This design comes from an exercise in tuning for small area, a short achievable clock period and few clock cycles per item on the open sky130 flow, not from production work.
No functional check of the RTL was part of any run shown here.
Power and IR drop assume default switching activity.

<file path="flow/run.sh">
#!/bin/bash
# synth_recipe.tcl (not shown) runs the flow's synth.tcl, then flattens the netlist and writes it again
# the make line also repeats each setting of config.mk as NAME=value (left out here)
make -C /OpenROAD-flow-scripts/flow DESIGN_CONFIG=/design/flow/config.mk WORK_HOME=/design/flow/orfs CLKGATE_MAP_FILE= SYNTH_SCRIPT=/design/flow/synth_recipe.tcl finish
</file>
<file path="flow/constraint.sdc">
create_clock -name core_clock -period 7.0 [get_ports {clk_i}]
set_input_delay 1.4000 -clock core_clock [delete_from_list [all_inputs] [get_ports {clk_i}]]
set_output_delay 1.4000 -clock core_clock [all_outputs]
set_load 0.01 [all_outputs]
</file>
<file path="flow/design.v">
`default_nettype none
package saet_pkg;
  localparam int unsigned Depth     = 16;
  localparam int unsigned CodeWidth = 16;
  localparam int unsigned OpWidth   = 3;
  localparam int unsigned IdxWidth  = 4;
  localparam int unsigned CntWidth  = 5;
  typedef logic [CodeWidth-1:0] code_t;
  typedef logic [OpWidth-1:0]   op_t;
  typedef logic [IdxWidth-1:0]  idx_t;
  typedef logic [CntWidth-1:0]  cnt_t;
  localparam op_t OpSave   = 3'd0;
  localparam op_t OpDelete = 3'd1;
  localparam op_t OpFind   = 3'd2;
  localparam op_t OpClear  = 3'd3;
  localparam op_t OpRead   = 3'd4;
  typedef struct packed {
    logic capture;    
    logic execute;    
  } saet_cmd_t;
endpackage
`default_nettype wire
`default_nettype none
module saet_ctrl (
  input  wire logic clk_i,
  input  wire logic rst_ni,
  input  wire logic in_valid_i,
  output logic      in_ready_o,
  output logic      out_valid_o,
  input  wire logic out_ready_i,
  output logic      adv_o,
  output logic      s1_valid_o,
  output logic      s2_valid_o
);
  logic v1_q, v2_q, rv_q;
  assign adv_o       = !rv_q || out_ready_i;
  assign in_ready_o  = adv_o;
  assign out_valid_o = rv_q;
  assign s1_valid_o  = v1_q;
  assign s2_valid_o  = v2_q;
  always_ff @(posedge clk_i or negedge rst_ni) begin
    if (!rst_ni) begin
      v1_q <= 1'b0;
      v2_q <= 1'b0;
      rv_q <= 1'b0;
    end else if (adv_o) begin
      v1_q <= in_valid_i;
      v2_q <= v1_q;
      rv_q <= v2_q;
    end
  end
endmodule
`default_nettype wire
`default_nettype none
module saet_dp (
  input  wire logic                clk_i,
  input  wire logic                rst_ni,
  input  wire logic                adv_i,
  input  wire logic                s1_valid_i,
  input  wire logic                s2_valid_i,
  input  wire saet_pkg::op_t       operation_i,
  input  wire saet_pkg::code_t     code_i,
  input  wire saet_pkg::idx_t      index_i,
  output logic                     hit_o,
  output saet_pkg::code_t          entry_value_o,
  output saet_pkg::code_t          lowest_code_o,
  output saet_pkg::cnt_t           active_count_o
);
  localparam int unsigned D = saet_pkg::Depth;
  saet_pkg::code_t table_q [D];
  logic [D-1:0]    live_q;           
  saet_pkg::cnt_t  cnt_q;
  saet_pkg::op_t   op1_q;
  saet_pkg::code_t code1_q;
  saet_pkg::idx_t  idx1_q;
  logic            ins2_q, del2_q, clr2_q;    
  saet_pkg::code_t code2_q;
  saet_pkg::idx_t  idx2_q;
  logic [D-1:0]    lt2_q;            
  logic            hit2_q;           
  logic            hit_r_q;
  saet_pkg::code_t entry_r_q;
  logic ins, del, clr;
  assign ins = ins2_q;
  assign del = del2_q;
  assign clr = clr2_q;
  saet_pkg::code_t table_n [D];
  logic [D-1:0]    live_n;
  saet_pkg::cnt_t  cnt_n;
  logic app, ins_a, del_a;
  assign app   = adv_i;
  assign ins_a = app && ins;
  assign del_a = app && del;
  for (genvar j = 0; j < D; j++) begin : g_upd
    logic sel_c, sel_u, sel_d, sel_h;
    saet_pkg::code_t src_u, src_d;
    if (j == 0) begin : g_f
      assign sel_c = ins_a && !lt2_q[j];
      assign sel_u = 1'b0;
      assign src_u = '0;
    end else begin : g_r
      assign sel_c = ins_a && !lt2_q[j] && lt2_q[j-1];
      assign sel_u = ins_a && !lt2_q[j-1];
      assign src_u = table_q[j-1];
    end
    if (j == D-1) begin : g_l
      assign sel_d = 1'b0;
      assign src_d = '0;
    end else begin : g_i
      assign sel_d = del_a && !lt2_q[j];
      assign src_d = table_q[j+1];
    end
    assign sel_h = !(sel_c || sel_u || sel_d);
    assign table_n[j] = ({16{sel_h}} & table_q[j]) | ({16{sel_u}} & src_u) |
                        ({16{sel_d}} & src_d) | ({16{sel_c}} & code2_q);
  end
  always_comb begin
    live_n = live_q;
    cnt_n  = cnt_q;
    if (ins) begin
      live_n = {live_q[D-2:0], 1'b1};
      if (!live_q[D-1]) cnt_n = cnt_q + saet_pkg::cnt_t'(1);
    end else if (del) begin
      live_n = {1'b0, live_q[D-1:1]};
      cnt_n  = cnt_q - saet_pkg::cnt_t'(1);
    end else if (clr) begin
      live_n = '0;
      cnt_n  = '0;
    end
  end
  always_ff @(posedge clk_i) begin
    for (int k = 0; k < D; k++) table_q[k] <= table_n[k];
  end
  always_ff @(posedge clk_i or negedge rst_ni) begin
    if (!rst_ni) begin
      live_q <= '0;
      cnt_q  <= '0;
    end else if (adv_i) begin
      live_q <= live_n;
      cnt_q  <= cnt_n;
    end
  end
  always_ff @(posedge clk_i) begin
    if (adv_i) begin
      hit_r_q   <= hit2_q;
      entry_r_q <= live_n[idx2_q] ? table_n[idx2_q] : '0;
    end
  end
  logic [D-1:0] lt_t, eq_t, lt_n;
  logic         hit_t, hit_n, lt_ab, eq_ab;
  logic         ins_v, del_v, clr_v, zero1;
  assign zero1 = (code1_q == '0);
  for (genvar i = 0; i < D; i++) begin : g_cmp
    logic l, e;
    saet_cmp u_cmp (.a_i(table_q[i]), .b_i(code1_q), .lt_o(l), .eq_o(e));
    assign lt_t[i] = live_q[i] && l;
    assign eq_t[i] = live_q[i] && e;
  end
  assign hit_t = |eq_t;
  saet_cmp u_cmp_ab (.a_i(code2_q), .b_i(code1_q), .lt_o(lt_ab), .eq_o(eq_ab));
  assign ins_v = ins;
  assign del_v = del;
  assign clr_v = clr;
  for (genvar j = 0; j < D; j++) begin : g_adj
    logic at_ins;
    if (j == 0) begin : g_f
      assign at_ins = 1'b1;
    end else begin : g_r
      assign at_ins = lt2_q[j-1];
    end
    always_comb begin
      lt_n[j] = lt_t[j];
      if (clr_v) begin
        lt_n[j] = 1'b0;
      end else if (!lt2_q[j]) begin
        if (ins_v) begin
          if (at_ins) lt_n[j] = lt_ab;
          else if (j > 0) lt_n[j] = lt_t[(j > 0) ? j-1 : 0];
        end else if (del_v) begin
          lt_n[j] = (j < D-1) ? lt_t[(j < D-1) ? j+1 : j] : 1'b0;
        end
      end
    end
  end
  always_comb begin
    hit_n = hit_t;
    if (clr_v)      hit_n = 1'b0;
    else if (ins_v) hit_n = (hit_t && !eq_t[D-1]) || eq_ab;    
    else if (del_v) hit_n = hit_t && !eq_ab;
  end
  always_ff @(posedge clk_i) begin
    if (adv_i) begin
      ins2_q  <= s1_valid_i && (op1_q == saet_pkg::OpSave) && !zero1 && !hit_n && !lt_n[D-1];
      del2_q  <= s1_valid_i && (op1_q == saet_pkg::OpDelete) && !zero1 && hit_n;
      clr2_q  <= s1_valid_i && (op1_q == saet_pkg::OpClear);
      code2_q <= code1_q;
      idx2_q  <= idx1_q;
      lt2_q   <= lt_n;
      hit2_q  <= zero1 ? !live_n[D-1] : hit_n;    
      op1_q   <= operation_i;
      code1_q <= code_i;
      idx1_q  <= index_i;
    end
  end
  assign hit_o          = hit_r_q;
  assign entry_value_o  = entry_r_q;
  assign lowest_code_o  = live_q[0] ? table_q[0] : '0;
  assign active_count_o = cnt_q;
endmodule
`default_nettype wire
module saet_cmp (
  input  wire logic [15:0] a_i,
  input  wire logic [15:0] b_i,
  output logic             lt_o,
  output logic             eq_o
);
  logic [15:0] l0, e0;
  logic [7:0]  l1, e1;
  logic [3:0]  l2, e2;
  logic [1:0]  l3, e3;
  assign l0 = ~a_i & b_i;
  assign e0 = ~(a_i ^ b_i);
  for (genvar k = 0; k < 8; k++) begin : g1
    assign l1[k] = l0[2*k+1] | (e0[2*k+1] & l0[2*k]);
    assign e1[k] = e0[2*k+1] & e0[2*k];
  end
  for (genvar k = 0; k < 4; k++) begin : g2
    assign l2[k] = l1[2*k+1] | (e1[2*k+1] & l1[2*k]);
    assign e2[k] = e1[2*k+1] & e1[2*k];
  end
  for (genvar k = 0; k < 2; k++) begin : g3
    assign l3[k] = l2[2*k+1] | (e2[2*k+1] & l2[2*k]);
    assign e3[k] = e2[2*k+1] & e2[2*k];
  end
  assign lt_o = l3[1] | (e3[1] & l3[0]);
  assign eq_o = e3[1] & e3[0];
endmodule
`default_nettype wire
`default_nettype none
module sorted_active_error_table_core (
  input  wire logic        clk_i,
  input  wire logic        rst_ni,
  input  wire logic        req_valid_i,
  output logic             req_ready_o,
  input  wire logic [2:0]  req_operation_i,
  input  wire logic [15:0] req_code_i,
  input  wire logic [3:0]  req_index_i,
  output logic             rsp_valid_o,
  input  wire logic        rsp_ready_i,
  output logic             rsp_hit_o,
  output logic [15:0]      rsp_entry_value_o,
  output logic [15:0]      rsp_lowest_code_o,
  output logic [4:0]       rsp_active_count_o
);
  logic adv, s1_valid, s2_valid;
  saet_ctrl u_ctrl (
    .clk_i      (clk_i),
    .rst_ni     (rst_ni),
    .in_valid_i (req_valid_i),
    .in_ready_o (req_ready_o),
    .out_valid_o(rsp_valid_o),
    .out_ready_i(rsp_ready_i),
    .adv_o      (adv),
    .s1_valid_o (s1_valid),
    .s2_valid_o (s2_valid)
  );
  saet_dp u_dp (
    .clk_i         (clk_i),
    .rst_ni        (rst_ni),
    .adv_i         (adv),
    .s1_valid_i    (s1_valid),
    .s2_valid_i    (s2_valid),
    .operation_i   (req_operation_i),
    .code_i        (req_code_i),
    .index_i       (req_index_i),
    .hit_o         (rsp_hit_o),
    .entry_value_o (rsp_entry_value_o),
    .lowest_code_o (rsp_lowest_code_o),
    .active_count_o(rsp_active_count_o)
  );
endmodule
`default_nettype wire
</file>
<file path="flow/config.mk">
export PLATFORM = sky130hd
export DESIGN_NAME = sorted_active_error_table_core
export DESIGN_NICKNAME = sorted_active_error_table_core
export VERILOG_FILES = /design/flow/design.v
export SDC_FILE = /design/flow/constraint.sdc
export NUM_CORES = 4
export LEC_CHECK = 0
export CAP_MARGIN = 20
export CORE_MARGIN = 2
export CORE_UTILIZATION = 40
export SLEW_MARGIN = 20
</file>
==> impl_metrics.toml, run 1 <==
[logic_synthesis]
synth_edf_count = 80
synth_area_leaders = "dfxtp_1 (20%), ha_1 (13%), edfxtp_1 (9.2%)"
yosys.area.top_type = "dfxtp_1"
yosysSeqAreaShare_pct = 31.25
synthArstFlopShare_pct = 6.667
ys_types = 78
postSynthCellCount = 3171
yosysMostFrequentCell = "nand2_1"
avgSynthCellArea_um2 = 8.203
synth_commonest_cells = "nand2_1 (354), inv_1 (300), ha_1 (274)"
syn-cell-area_mm2 = 0.02601
synth_top_area_share_pct = 19.70
synth-seq-cells = 360
ys_warn_count = 6
synth_flop_cell = "dfxtp_1"
synthesis.nets = 3472

[grt]
grt_pass1_vias = 27520
gr-usage-met2_pct = 66.34
use_met3_pct = 14.59
track_usage_pct = 47.58
antenna_found_initial = 13
grt_max_degree = 102
gr-usage-met1_pct = 63.27
grt-ovfl-total = 0
top_usage_layer = "met2"
grt_pass1_wl_um = 222800

[route]
dr.pass1.iters = 14
ant_nets = 0
vias = 30080
drtIter0Drc = 6214
wl_per_cell_um = 40.25
drc = 0
routed_via_density = 7.363
routed_wirelength_um = 164400

[worst_setup_path]
cp_top_family = "simple AND/OR/NAND/NOR gates"
endpoint = "u_dp.entry_r_q[11]$_SDFFCE_PN0N_"
cp-start-kind = "primary input"
worstSetupPathType = "in -> reg"
crit_chain = "clkdlybuf4s50_1, nor2b_4, buf_12, or4_1, a222oi_1, nand2_1, a22o_1, nor4_1, nor3_1"
r2r_cells = 10
crit_cells = 9
critical_path.max_stage_delay_ps = 1040
r2r-start = "u_dp.code1_q[4]$_DFFE_PN_"
critPathMaxFanout = 87
critPathCaptureType = "register"
cp_slowest_cell = "nor4_1"
path_buf_inv = 2
ff2ff_setup_slack_ps = 2200
reg2reg_to = "u_dp.hit2_q$_DFFE_PN_"
worstSetupStartpoint = "rsp_ready_i"
required_ps = 7310
arrival_ps = 5530

[cells_and_area]
final_nets = 3492
fin_cells = 4085
layout-drive-gt1-share_pct = 7.220
design_area_mm2 = 0.02942
multi_input_area_mm2 = 0.01594
area_delta_synth_final_pct = 13.10
seqCellArea_mm2 = 0.008128
fillCellCount = 6360

[floorplan]
start_util_pct = 40.42
dieArea_mm2 = 0.06709
coreArea_mm2 = 0.06435
die_w_um = 259.0
die_height_um = 259.0
rows = 93
ios = 67

[place]
place_hpwl_um = 123600
place_area_mm2 = 0.02792
dp.cells = 3998
gp_congestion = 1.090
pre_cts_slack_ps = 1560
port-buffer-count = 66

[timing]
fin_crit_sh_pct = 74.54
grt_setup_unrepaired = "no"
relSlewSlack_pct = 15.53
fin_skew_ps = 19.07
worst_pin_slew_ps = 1267
setup_viol = 0
hold_viol = 0
fin_ws_ps = 1782
totalNegativeSetupSlack_ps = 0
timing.fmax_mhz = 191.6
slew_viol_final = 0
layout_min_cycle_time_ps = 5218

[clock_tree]
cts_tree = "yes"
cts_setup_buffers = 0
cts-root-buf = "clkbuf_16"
cts_hold_buf = 0
cts_buffer_depth = 3
numCtsBuffers = 46
clk_latency_ps = 620
cts_resized = 0
clkTransAtPathRegs_ps = 60
htreeDepth = 2
cts.sink_count = 360

[power]
power.total_w = 0.01542
power_leakage_nw = 12.00
p_per_area_mw_per_mm2 = 524.2
ir_drop_v = 0.0002666

[status]
status = "no timing/DRC/antenna violations"

[job]
drv_cap = 0

[worst_hold_path]
min_path_type = "reg -> reg"
worst min-delay path by stage:
| stage | from | endpoint | slack [ps] | cells past startpoint |
|---|---|---|---|---|
| detailed placement | u_dp.idx1_q[3]$_DFFE_PN_ | u_dp.idx2_q[3]$_DFFE_PN_ | 410 | 0 |
| CTS | u_dp.idx1_q[3]$_DFFE_PN_ | u_dp.idx2_q[3]$_DFFE_PN_ | 420 | 0 |
| global placement | u_dp.idx1_q[0]$_DFFE_PN_ | u_dp.idx2_q[0]$_DFFE_PN_ | 400 | 0 |
| floorplan | u_dp.hit2_q$_DFFE_PN_ | u_dp.hit_r_q$_DFFE_PN_ | 400 | 0 |
| global route | u_dp.idx1_q[1]$_DFFE_PN_ | u_dp.idx2_q[1]$_DFFE_PN_ | 420 | 0 |
| finish | u_dp.idx1_q[2]$_DFFE_PN_ | u_dp.idx2_q[2]$_DFFE_PN_ | 420 | 0 |
layout by cell type, fill, tap and decap left out, drive strengths merged, types with 78 or more instances in the layout:
master / netlist / layout
a21oi: 174 / 174
a222oi: 91 / 91
buf: 56 / 129
dfxtp: 256 / 256
edfxtp: 80 / 80
ha: 274 / 274
inv: 300 / 304
nand2: 354 / 354
nand3: 202 / 202
nand4: 180 / 180
nor3: 78 / 78
o21ai: 103 / 103
where the power goes:
part / switching [W] / internal (W) / leakage, nW / total, W
Sequential: 0.00186 / 0.00310 / 3.30 / 0.00496
Combinational: 0.00544 / 0.00256 / 7.97 / 0.00800
Clock: 0.00106 / 0.00140 / 0.734 / 0.00246
state kept, by name, indices dropped and copies added, names as in the netlist, 4 cells and up:
signal,cells
u_dp.table_q,256
u_dp.idx1_q,4
u_dp.lt2_q,16
u_dp.live_q,16
u_dp.idx2_q,4
u_dp.cnt_q,5
u_dp.code1_q,16
u_dp.code2_q,16
u_dp.entry_r_q,16
kinds of logic (layout without fill, tap and decap cells):
| kind of cell | Yosys count | count (layout) | synth area share [%] |
|---|---|---|---|
| muxes | 14 | 14 | 0.6445 |
| and+or+nand+nor | 1124 | 1124 | 22.05 |
| buffers and inverters | 525 | 581 | 7.874 |
| adders and majority gates | 274 | 274 | 13.18 |
| other | 0 | 3 | 0 |
| DFF | 360 | 360 | 31.25 |
| AOI/OAI and AO/OA | 873 | 873 | 24.97 |
| xor gates and xnor gates | 1 | 1 | 0.03368 |
metal layers:
layer	wire length, µm	part of all wire [%]
met5	113	0.069
met4	13230	8.0
met3	22430	14
met2	64490	39
met1	64150	39
layout make-up:
cell class | count | area share [%]
Antenna cell | 3 | 0.02552
Clock buffer | 65 | 4.393
Clock inverter | 19 | 0.6337
Inverter | 302 | 3.879
Multi-Input combinational cell | 2286 | 54.18
Sequential cell | 360 | 27.63
Tap cell | 855 | 3.636
Timing Repair Buffer | 195 | 5.622
through the flow:
| step | util [%] | hold WS, ps |
|---|---|---|
| 5_1_grt | 45.71 | 423.8 |
| 4_1_cts | 45.68 | 421.2 |
| 3_3_place_gp | 43.35 | 402.8 |
| 2_1_floorplan | - | 400.3 |
| 3_5_place_dp | 43.39 | 407.5 |
| 6_report | 45.72 | 420.7 |
==> run 2, diff against run 1 <==
--- a/flow/config.mk
+++ b/flow/config.mk
@@ -8,4 +8,5 @@
 export CAP_MARGIN = 20
 export CORE_MARGIN = 2
 export CORE_UTILIZATION = 40
+export SETUP_SLACK_MARGIN = 4.5
 export SLEW_MARGIN = 20
==> impl_metrics.toml, run 2 <==
[cells_and_area]
area_delta_synth_final_pct = 36.50
final_cell_mix = "nand2_1 (334), inv_1 (287), buf_4 (268)"
final_util_pct = 55.18
layout-drive-gt1-share_pct = 25.47
top_register = "u_dp.table_q"
largest_reg_flops = 256
fillCellCount = 5784
final_common_cell = "nand2_1"
final_nets = 3776
design_area_mm2 = 0.03551

[logic_synthesis]
yosys.area.top_type = "dfxtp_1"
synth_top_area_share_pct = 19.70
postSynthCellCount = 3171
synth-seq-cells = 360
yosysSeqAreaShare_pct = 31.25
yosysMostFrequentCell = "nand2_1"
synth_commonest_cells = "nand2_1 (354), inv_1 (300), ha_1 (274)"
synth_area_leaders = "dfxtp_1 (20%), ha_1 (13%), edfxtp_1 (9.2%)"
ys_warn_count = 6
synth_edf_count = 80
ys_types = 78
avgSynthCellArea_um2 = 8.203
synth_flop_cell = "dfxtp_1"
synthesis.nets = 3472
synthArstFlopShare_pct = 6.667
syn-cell-area_mm2 = 0.02601

[floorplan]
ios = 67
dieArea_mm2 = 0.06709
start_util_pct = 40.42
die_w_um = 259.0
die_height_um = 259.0
rows = 93
coreArea_mm2 = 0.06435

[route]
vias = 32420
dr_wl_met2_um = 69060
routed_via_density = 7.408
drtIter0Drc = 6054
dr.pass1.iters = 13
wl_per_cell_um = 40.46
drc = 0
routed_wirelength_um = 177100
ant_nets = 0
m1WireLength_um = 63620
top_layer_used = "met5"
wl_met3_um = 27070

[power]
power.total_w = 0.01795
ir_drop_v = 0.0003039
p_per_area_mw_per_mm2 = 505.6
power_leakage_nw = 14.44

[place]
place_hpwl_um = 123200
port-buffer-count = 66
place_area_mm2 = 0.02847
gp_congestion = 1.083

[worst_setup_path]
required_ps = 7350
worstSetupPathType = "in -> reg"
cp-start-kind = "primary input"
arrival_ps = 4000
critPathCaptureType = "register"
critPathMaxFanout = 7

[timing]
worst_pin_slew_ps = 1156
holdWs_ps = 419.8
timing.fmax_mhz = 274.0
setup_viol = 0
totalNegativeSetupSlack_ps = 0
hold_viol = 0
fin_skew_ps = 27.12
slew_viol_final = 0
grt_setup_unrepaired = "yes"
layout_min_cycle_time_ps = 3650
relSlewSlack_pct = 22.62
fin_crit_sh_pct = 52.14

[clock_tree]
htreeDepth = 2
numCtsBuffers = 47
clkTransAtPathRegs_ps = 60
cts_buffer_depth = 3
clk_latency_ps = 630
cts_tree = "yes"
cts.sink_count = 360
cts-root-buf = "clkbuf_16"

[grt]
grt-ovfl-total = 0
antenna_found_initial = 14
track_usage_pct = 50.11
grt_max_degree = 54
grt_pass1_vias = 29670
grt_pass1_wl_um = 235000

[status]
status = "no timing/DRC/antenna violations"

[worst_hold_path]
min_path_type = "reg -> reg"

[job]
drv_cap = 0
## run 2: power breakdown
part,switching (W),internal [W]
Clock,0.00108,0.00139
Combinational,0.00652,0.00401
Sequential,0.00185,0.00311
Total,0.00945,0.00850
## run 2: area by class of cell
cell class                      count  area (µm²)  share of cell area [%]
Antenna cell                        7       17.52                 0.04933
Timing Repair Buffer              471        4977                   14.02
Sequential cell                   360        8134                   22.91
Clock buffer                       65        1356                   3.820
Multi-Input combinational cell   2289       18520                   52.16
Timing Repair inverter              4       91.34                  0.2572
Tap cell                          855        1070                   3.013
Inverter                          302        1189                   3.348
Clock inverter                     23       150.1                  0.4229
## run 2: worst paths after layout
kind,start,to,slack (ps),cells after the start
min reg2reg,u_dp.hit2_q$_DFFE_PN_,u_dp.hit_r_q$_DFFE_PN_,420,0
min in group asynchronous,rst_ni,u_dp.live_q[3]$_DFFE_PN0N_,1160,2
max,rsp_ready_i,u_dp.entry_r_q[5]$_SDFFCE_PN0N_,3350,13
max reg2reg,u_dp.ins2_q$_DFFE_PN_,u_dp.entry_r_q[6]$_SDFFCE_PN0N_,3480,10
min,u_dp.hit2_q$_DFFE_PN_,u_dp.hit_r_q$_DFFE_PN_,420,0
max in group asynchronous,rst_ni,u_dp.live_q[0]$_DFFE_PN0N_,5550,2
## run 2: kinds of logic after synthesis
group,share of synthesized area (%)
AOI/OAI and AO/OA,24.97
xor gates and xnor gates,0.03368
adders and majority gates,13.18
buffers and inverters,7.874
DFF,31.25
muxes,0.6445
and+or+nand+nor,22.05
## run 2: timing repair
action	CTS	global route
setup endpoints to repair	435	235
hold buffers	0	0
gates cloned	13	11
pin swaps	123	193
buffers inserted	176	99
resized for setup	484	276
## run 2: through the flow
stage          cells  worst slack (ps)
2_1_floorplan   3171              3312
3_3_place_gp    3982              1602
3_5_place_dp    3982              1561
4_1_cts         4259              3493
5_1_grt         4370              3391
6_report        4376              3350
## run 2: worst max-delay path, cell delays in order
cell     delay (ps)
buf_8            70
nor2b_4          40
buf_12          140
buf_12          130
buf_16          120
buf_4           130
buf_12          140
o41ai_2         350
nand4_1         420
a221o_1         430
a221o_1         350
nor4_2          170
nor3_1           80
## run 2: per-layer routing
metal / vias up / GRT usage, %
met1: 15780 / 62.26
met5: - / 0
met4: 20 / 38.28
met2: 2926 / 69.59
met3: 828 / 19.06
li1: 12860 / -

==> static timing again, ports no longer ideal <==
The flow's constraints put no driver on any port. The routed layouts listed below were extracted and timed again, unchanged, in two steps.
Step 1 sets driving cells, clkbuf_16 on the clock port and buf_2 on the other inputs (assumed; they add their load-dependent delay and slew).
Step 2 times the ports against the registers' clock, not the clock port: input delays grow and output delays shrink by t, the midpoint of the rising clock arrivals with the driver on.
Slacks: ideal / step 1 / step 2; pairs: ideal / step 1.
| run | t, ns | setup slack, ns | worst setup path at the end | latest minus earliest clock arrival (ns) |
|---|---|---|---|---|
| run 1 | 0.675 | 1.782 / 1.826 / 1.151 | input to register | 0.019 / 0.020 |
| run 2 | 0.677 | 3.350 / 3.364 / 2.687 | input to register | 0.027 / 0.028 |
After both steps setup and hold are still met in every run listed. For run 2, which loses most, drivers alone change the setup slack by +0.014 ns; drivers and shift together by -0.663 ns.
